Background: an optimization exercise with open tools, aiming at small area, a short achievable clock period and few clock cycles per item. Do not read the settings as production practice. No run shown here included a check of the RTL's function; only the layout flow was run.

==> flow/design.v, too long to show whole: its modules and the start of the top module <==
// module act_requant_pipe: 2275 lines
module act_requant_pipe #(
   parameter int LANES    = 4,
   parameter int IN_W     = 24,
   parameter int OUT_W    = 8,
   parameter int DQ_SHIFT = 13,
   parameter int RQ_SHIFT = 8,
   parameter int LEN_W    = 16
) (
   input  logic                clk,
   input  logic                rst,
   input  logic                start,
   input  logic [1:0]          cfg_mode,
   input  logic [IN_W-1:0]     cfg_bias,
   input  logic [7:0]          cfg_dq_scale,
   input  logic [7:0]          cfg_rq_scale,
   input  logic [LEN_W-1:0]    cfg_len,
   input  logic                in_valid,
   output logic                in_ready,
   input  logic [LANES*IN_W-1:0] in_data,
   output logic                out_valid,
   input  logic                out_ready,
   output logic [LANES*OUT_W-1:0] out_data,
   output logic                out_last,
   output logic                busy,
   output logic                done,
   output logic [15:0]         sat_cnt
);
  // ...
==> flow/flow/run.sh <==
#!/bin/bash
# Standard layout, with port buffers of a stronger type than buffer_ports picks by default.
cp standard.sh standard.sh.txt 2>/dev/null
export BUFFER_PORTS_ARGS="-buffer_cell sky130_fd_sc_hd__buf_4"
bash standard.sh > standard.log 2>&1
==> flow/standard.sh <==
#!/bin/bash
# synth_recipe.tcl (not shown) runs the flow's synth.tcl, then flattens the netlist and writes it again
# the make line also repeats each setting of config.mk as NAME=value (left out here)
make -C /OpenROAD-flow-scripts/flow DESIGN_CONFIG=/design/flow/config.mk WORK_HOME=/design/flow/orfs CLKGATE_MAP_FILE= SYNTH_SCRIPT=/design/flow/synth_recipe.tcl "${@:-finish}"
==> flow/config.mk <==
export PLATFORM = sky130hd
export DESIGN_NAME = act_requant_pipe
export DESIGN_NICKNAME = act_requant_pipe
export VERILOG_FILES = /design/flow/design.v
export SDC_FILE = /design/flow/constraint.sdc
export NUM_CORES = 4
export LEC_CHECK = 0
export CAP_MARGIN = 20
export CORE_MARGIN = 2
export CORE_UTILIZATION = 60
export SETUP_SLACK_MARGIN = 5
export SLEW_MARGIN = 20
==> flow/constraint.sdc <==
create_clock -name core_clock -period 13.0 [get_ports {clk}]
set_input_delay 2.6000 -clock core_clock [delete_from_list [all_inputs] [get_ports {clk}]]
set_output_delay 2.6000 -clock core_clock [all_outputs]
set_load 0.01 [all_outputs]
==> results.cfg, run 1 <==
[setup_path]
critPathRequiredTime_ps = 13410

[cells_and_area]
sh_seq_area_pct = 21.9
largest_reg_flops = 100
inverters = 1336
clkbuf_count = 91
drive_gt1_share_pct = 5.74
syn_to_final_growth_pct = 6.69

[die]
taps = 1650
coreArea_sq_mm = 0.126
dieArea_sq_mm = 0.130

[drt]
routed_wl_um = 179000
highest_layer = met4
via_count = 54700
wl_met2_um = 82900

[logic_synthesis]
synth-seq-cells = 621
syn_area_sq_mm = 0.0762
synth_edf_count = 532
syn-num-nets = 9672

[sta]
fin_ws_ps = 6380
period_needed_ps = 6620

[min_path]
min_to = l5

[clock_tree]
path_clk_slew_ps = 60
cts_setup_buffers = 0
hold_buffers = 0
cts_tree = built
cts_made_buffers = 75

[outcome]
status = complete, no violations

[place]
placed_cell_area_sq_mm = 0.0787
post-place-ws_ps = 6500
==> inputs of run 2 (changes only) <==
--- a/flow/design.v
+++ b/flow/design.v
@@ -57,28 +57,26 @@
    assign bias_e = busy_r ? bias_r : cfg_bias;
    assign pop = o_v && out_ready;
    assign out_valid = o_v;
    assign out_last = o_l;
    assign busy = busy_r;
    assign done = done_r || (pop && o_l);
    for (genvar i = 0; i < LANES; i++) begin : g_lane
       logic [X_W-1:0] s1_x;
-      localparam logic [12:0] DQ_INV = i >= LANES / 2 ? '1 : '0;
-      localparam bit DQ_RST = i % 2 == 1;
-      logic [12:0]    dq_r, rq_r;
-      wire [12:0]     dq_l = dq_r ^ DQ_INV;
-      wire [12:0]     rq_l = rq_r ^ DQ_INV;
+      localparam bit DQ_IDLE = i % 2 == 1;
+      localparam bit DQ_RST = i >= LANES / 2;
+      logic [12:0]    dq_l, rq_l;
       always_ff @(posedge clk) begin
          if (DQ_RST && rst) begin
-            dq_r <= '0;
-            rq_r <= '0;
-         end else if (!busy_r && start) begin
-            dq_r <= booth8(cfg_dq_scale) ^ DQ_INV;
-            rq_r <= booth8(cfg_rq_scale) ^ DQ_INV;
+            dq_l <= '0;
+            rq_l <= '0;
+         end else if (!busy_r && (DQ_IDLE || start)) begin
+            dq_l <= booth8(cfg_dq_scale);
+            rq_l <= booth8(cfg_rq_scale);
          end
       end
       logic [D_W-1:0] s2_d;
       logic [21:0]    s3_w;
       logic [1:0]     s3_sel;
       logic [Y_W-1:0] s4_y;
       logic [16:0]    s5_r;
       wire [IN_W-1:0] xin = in_data[i*IN_W +: IN_W];
==> flow/config.mk (replaced) <==
export PLATFORM = sky130hd
export DESIGN_NAME = act_requant_pipe
export DESIGN_NICKNAME = act_requant_pipe
export VERILOG_FILES = /design/flow/design.v
export SDC_FILE = /design/flow/constraint.sdc
export NUM_CORES = 4
export LEC_CHECK = 0
export CAP_MARGIN = 20
export CORE_MARGIN = 2
export CORE_UTILIZATION = 40
export SETUP_SLACK_MARGIN = 5
export SLEW_MARGIN = 20
==> run 2 against run 1 <==
  * Via count is 0.81% lower
  * Sequential cell count stayed put
  * Largest cell class unchanged
  * Routed wire length is 6.1% higher
  * Highest routed layer is now met5
  * Maximum frequency is 0.82% higher
  * Final area is 1.5% higher
  * Register-to-register slack better by 820 ps
  * Critical path type is now in2out
==> results.cfg, run 2 <==
[drt]
firstDrtPassIters = 6
routedWlPerCell_um = 18.5
viasPerCell = 5.28
antenna_left = 0
via_count = 54200
drc = 0
routed_wl_um = 190000
drt_iter0_markers = 4074

[setup_path]
endpoint_kind = output port
arrival_ps = 3970
worstPathMaxFanout = 90
critPathRequiredTime_ps = 10400
criticalPathCategory = in2out
startpoint_type = input port

[sta]
max_freq_ghz = 0.152
hold_slack_ps = 417
max_slew.worst_pin.slew_ps = 1140
hold_viol_final = 0
period_needed_ps = 6570
relSlewSlack_pct = 23.9
finalSetupViolations = 0
period_share_pct = 50.5
rsz0062_at_grt = false
drv_slew = 0
tns_ps = 0
finClkSkew_ps = 26.3

[flow_run]
drv_cap = 0

[clock_tree]
insertion_delay_ps = 710
cts_root_buf = clkbuf_16
cts.path.max_buffers = 3
hold_buffers = 0
path_clk_slew_ps = 60
ctsResizeCount = 0
htreeDepth = 3
cts_tree = built
cts_setup_buffers = 0
cts_sinks = 621
cts_made_buffers = 75

[logic_synthesis]
synth-compound-area-share_pct = 14.1
synthTopCellsByCount = inv_1, fa_1, ha_1
synth_edf_count = 532
synth_top_family_by_area = adder cells
synth_simple_gate_area_share_pct = 7.75
syn-num-nets = 9604
yosys-top-cells-area = fa_1, edfxtp_1, ha_1
synthCells = 7845
seq_area_frac_synth_pct = 23.2
synth_top_flop_cell = edfxtp_1
synth_adder_area_share_pct = 34.4
yosys_warnings = 1
synthMuxAreaShare_pct = 0.558
syn_area_sq_mm = 0.0764
postSynth.asyncResetShare_pct = 0
synth_top_cell_by_area = fa_1
synth.avg_cell_area_sq_um = 9.74
synth-seq-cells = 621
synth_top_cell_area_share_pct = 21.9
synth_most_common_cell = inv_1
yosys.area_share.xor_xnor_pct = 11.5
ys_types = 94

[grt]
grt_pass1_wl_um = 309000
grt_max_degree = 171
antenna_found_initial = 4
track_usage_pct = 19.7
grt_pass1_vias = 55700
overflow = 0

[die]
start_util_pct = 40.2
fp.dieH_um = 441
coreArea_sq_mm = 0.190
pin_count = 212
die_w_um = 441
rows = 160
dieArea_sq_mm = 0.195

[cells_and_area]
nets = 9450
final_cell_mix = inv_1, fa_1, ha_1
largest_reg_flops = 100
syn_to_final_growth_pct = 7.87
drive_gt1_share_pct = 6.19
final_common_cell = inv_1
reg_top3 = g_lane.s1_x: 100 flops, g_lane.s3_w: 88 flops, g_lane.s2_d: 80 flops
regMostFlops = g_lane.s1_x

[place]
port_buffers = 211
hpwlAfterDp_um = 147000
place_congestion = 0.899

[outcome]
status = complete, no violations

[min_path]
hp-class = reg2reg
## run 2: changes by cell type after synthesis, sizes merged, moves of 35 or more
cell    delta
a22oi    +314
and2      +35
clkbuf    +69
inv       -84
nor2      -57
o21ai     +35
o22ai    -316
xnor2    -228
xor2     +210
## run 2: cell families (layout without fill, tap and decap cells)
kind of cell | count (synthesis) | after routing
adder cells (fa/ha/maj) | 1600 | 1600
buffers and inverters | 1716 | 1624
XOR/XNOR | 1004 | 1004
AO/OA/AOI/OAI | 1573 | 1573
flip-flops | 621 | 621
other | 0 | 2
AND/OR/NAND/NOR | 1291 | 1291
multiplexers | 40 | 40
## run 2: cell type report
cell class              count  area [sq um]
flip-flops and latches    621         17800
multi-input cells        5508         52200
diodes                      2          5.00
inverters                1224          4620
clock inverters            54           737
fillers                 18000        108000
well taps                2511          3140
repair buffers            261          1990
clock buffers              85          1970
## run 2: final timing paths
| check | from | slack, ps | end | cells after the start |
|---|---|---|---|---|
| worst max-delay path | out_ready | 6430 | in_ready | 6 |
| worst min-delay path | g_lane[0].s5_r[0] | 420 | o_d[0] | 0 |
| worst max register to register | g_lane[3].dq_l[4] | 7200 | g_lane[3].s2_d[19] | 19 |
| worst min register to register | g_lane[0].s5_r[0] | 420 | o_d[0] | 0 |
## run 2: routing by layer
layer  GRT usage (%)  part of all wire, %  up-vias
li1                -                    -    25800
met3            2.74                  5.0      232
met2            32.3                   47     1418
met4            5.31                  2.6        4
met1            27.4                   46    26800
met5               0                0.014        -
## run 2: stage by stage
step / utilization, % / setup slack, ps / cells / area [sq um]
2_1_floorplan: - / 5100 / 7845 / 76400
4_1_cts: 43.4 / 5960 / 10300 / 82400
3_5_place_dp: 42.0 / 5960 / 10100 / 79700
6_report: 43.4 / 6430 / 10300 / 82500
5_1_grt: 43.4 / 6290 / 10300 / 82400
3_3_place_gp: 42.0 / 5980 / 10100 / 79700
## run 2: critical path, cell delays in order
cell       delay (ps)
buf_4             110
nor2b_1           350
clkbuf_4          310
clkinv_16         230
o21a_1            200
buf_4             130
==> inputs of run 3 (changes only) <==
==> flow/flow/run.sh (replaced) <==
#!/bin/bash
cp standard.sh standard.sh.txt
sed -e 's/SETUP_SLACK_MARGIN=[-0-9.]*/SETUP_SLACK_MARGIN=7.5/' standard.sh > standard_margin.sh
export BUFFER_PORTS_ARGS="-buffer_cell sky130_fd_sc_hd__buf_4"
bash standard_margin.sh > standard.log 2>&1
==> run 3 against run 2 <==
  * Still clean on timing, DRC and antenna
  * Synthesized area unchanged
  * Sequential share of layout area is 0.19 points lower
  * Largest cell class unchanged
  * Final area is 1.0% higher
  * Routed wire length grew 2.1%
  * Die area did not move
  * Clock skew rose by 14 ps
==> results.cfg, run 3 <==
[die]
die_w_um = 441
dieArea_sq_mm = 0.195
fp.dieH_um = 441
start_util_pct = 40.2
rows = 160
coreArea_sq_mm = 0.190
pin_count = 212

[logic_synthesis]
seq_area_frac_synth_pct = 23.2
syn_area_sq_mm = 0.0764
postSynth.asyncResetShare_pct = 0
synthTopCellsByCount = inv_1, fa_1, ha_1
ys_types = 94
synth_top_cell_by_area = fa_1
synth_top_flop_cell = edfxtp_1
synth_edf_count = 532
synth.avg_cell_area_sq_um = 9.74
synth_top_cell_area_share_pct = 21.9
synth_most_common_cell = inv_1
yosys-top-cells-area = fa_1, edfxtp_1, ha_1
syn-num-nets = 9604
synth-seq-cells = 621
yosys_warnings = 1
synthCells = 7845

[sta]
finClkSkew_ps = 40.0
tns_ps = 0
relSlewSlack_pct = 28.0
hold_viol_final = 0
drv_slew = 0
finalSetupViolations = 0
max_slew.worst_pin.slew_ps = 1080
max_freq_ghz = 0.172
rsz0062_at_grt = true
period_needed_ps = 5820
period_share_pct = 44.8

[cells_and_area]
syn_to_final_growth_pct = 8.96
num-fill-cells = 18000
seq_area_sq_mm = 0.0178
reg_top3 = g_lane.s1_x: 100 flops, g_lane.s3_w: 88 flops, g_lane.s2_d: 80 flops
final_common_cell = inv_1
multiInputGateArea_sq_mm = 0.0523
nets = 9551
final_cell_mix = inv_1, fa_1, ha_1
regMostFlops = g_lane.s1_x
drive_gt1_share_pct = 7.64
largest_reg_flops = 100

[setup_path]
startpoint_type = input port
timing.critical_path.to = in_ready
critPathRequiredTime_ps = 10400
worstPathMaxFanout = 2
crit_start = out_ready
cp_slowest_cell = buf_12
slowest_delay_ps = 140
crit_chain = buf_8 > nor2b_4 > buf_12 > clkinv_16 > o21a_1 > buf_6
endpoint_kind = output port
arrival_ps = 3220
r2r_slack_ps = 7710
worst-r2r-cell-count = 18
r2r_end = g_lane[2].s2_d[18]
reg2reg_from = g_lane[2].dq_l[11]
criticalPathCategory = in2out

[grt]
overflow = 0
grt_max_degree = 185
grt_pass1_wl_um = 308000
use_met1_pct = 27.6
use_met2_pct = 32.2
grt.met3_usage_pct = 2.72
antenna_found_initial = 7
grt_busiest_layer = met2
grt_pass1_vias = 55000
track_usage_pct = 19.8

[flow_run]
drv_cap = 0

[drt]
drc = 0
routedWlPerCell_um = 18.7
via_count = 54700
routed_wl_um = 194000
firstDrtPassIters = 6
drt_iter0_markers = 4368
antenna_left = 0
viasPerCell = 5.28

[clock_tree]
insertion_delay_ps = 710
cts_made_buffers = 74
cts_tree = built
cts_sinks = 621
cts.path.max_buffers = 3
path_clk_slew_ps = 60
cts_root_buf = clkbuf_16
htreeDepth = 3

[outcome]
status = complete, no violations

[place]
hpwlAfterDp_um = 148000
place_congestion = 0.879
port_buffers = 211

[min_path]
hp-class = reg2reg
==> run 3: cell type report <==
cell class / count / area share, %
antenna: 3 / 0.00901
clock buffer: 87 / 2.37
tap: 2511 / 3.77
clock inverter: 48 / 0.613
inverter: 1224 / 5.57
sequential: 621 / 21.4
timing repair buffer: 361 / 3.44
timing repair inverter: 2 / 0.0391
multi-input combinational: 5508 / 62.8
==> run 3: worst min-delay path by stage <==
stage	slack, ps	end	start	depth (start not counted)
6_report	410	o_d[12]	g_lane[1].s5_r[2]	0
5_1_grt	420	o_d[15]	g_lane[1].s5_r[5]	0
4_1_cts	420	o_d[12]	g_lane[1].s5_r[2]	0
3_5_place_dp	410	o_d[22]	g_lane[2].s5_r[2]	0
3_3_place_gp	400	l2	l1	0
2_1_floorplan	400	l2	l1	0
==> run 3: per-stage QoR <==
stage | area (sq um) | setup slack [ps] | util, % | cells | hold WS, ps
2_1_floorplan | 76500 | 6360 | - | 7845 | 400
3_3_place_gp | 79800 | 6510 | 42.0 | 10100 | 401
3_5_place_dp | 79800 | 6550 | 42.0 | 10100 | 405
4_1_cts | 82400 | 7150 | 43.4 | 10300 | 417
5_1_grt | 83300 | 7150 | 43.8 | 10400 | 425
6_report | 83300 | 7180 | 43.8 | 10400 | 412
==> run 3: metal layers <==
layer / part of all wire [%] / vias to the layer above
met4: 2.6 / 2
li1: - / 26000
met3: 5.3 / 229
met1: 45 / 26900
met2: 47 / 1540
met5: 0.0051 / -
==> run 3: kinds of logic after synthesis <==
group | after synthesis | synth area share (%)
buffers and inverters | 1716 | 8.46
adder cells (fa/ha/maj) | 1600 | 34.4
AO/OA/AOI/OAI | 1573 | 14.1
AND/OR/NAND/NOR | 1291 | 7.75
XOR/XNOR | 1004 | 11.5
flip-flops | 621 | 23.2
multiplexers | 40 | 0.558
==> run 3: repair_timing <==
item	in CTS	in global routing
hold buffers	0	0
pin swaps	0	2
cloned	2	0
setup buffers	10	89
endpoints found under the setup margin	20	55
resized for setup	12	36
==> run 3: worst max-delay path, delay by kind of cell <==
| family | cells | cell delay (ps) |
|---|---|---|
| simple gates | 1 | 120 |
| compound gates | 1 | 100 |
| buf+inv | 4 | 400 |

static timing again, ports no longer ideal:
Ports are ideal in the flow. The routed layouts listed here were re-timed in OpenROAD.
Step 1 sets driving cells, clkbuf_16 on the clock port and buf_2 on the other inputs (assumed; they add their load-dependent delay and slew).
Step 2 moves the port delays by t, midway between the first and last clock arrival at a register: inputs arrive t later, outputs are due t later. That takes back most of the time a late clock gives input paths.
Three values: ideal, step 1, step 2; two values: the first two.
run | t (ns) | setup WS [ns] | hold slack, ns
run 1 | 0.740 | 6.377 / 6.377 / 6.377 | 0.414 / 0.414 / 0.414
run 2 | 0.777 | 6.430 / 6.409 / 6.409 | 0.417 / 0.417 / 0.417
run 3 | 0.781 | 7.177 / 7.124 / 6.974 | 0.412 / 0.412 / 0.412
After both steps setup and hold are still met in every run listed. The setup slack of run 3, which loses most, moves by -0.053 ns with the drivers and by -0.203 ns with both steps.
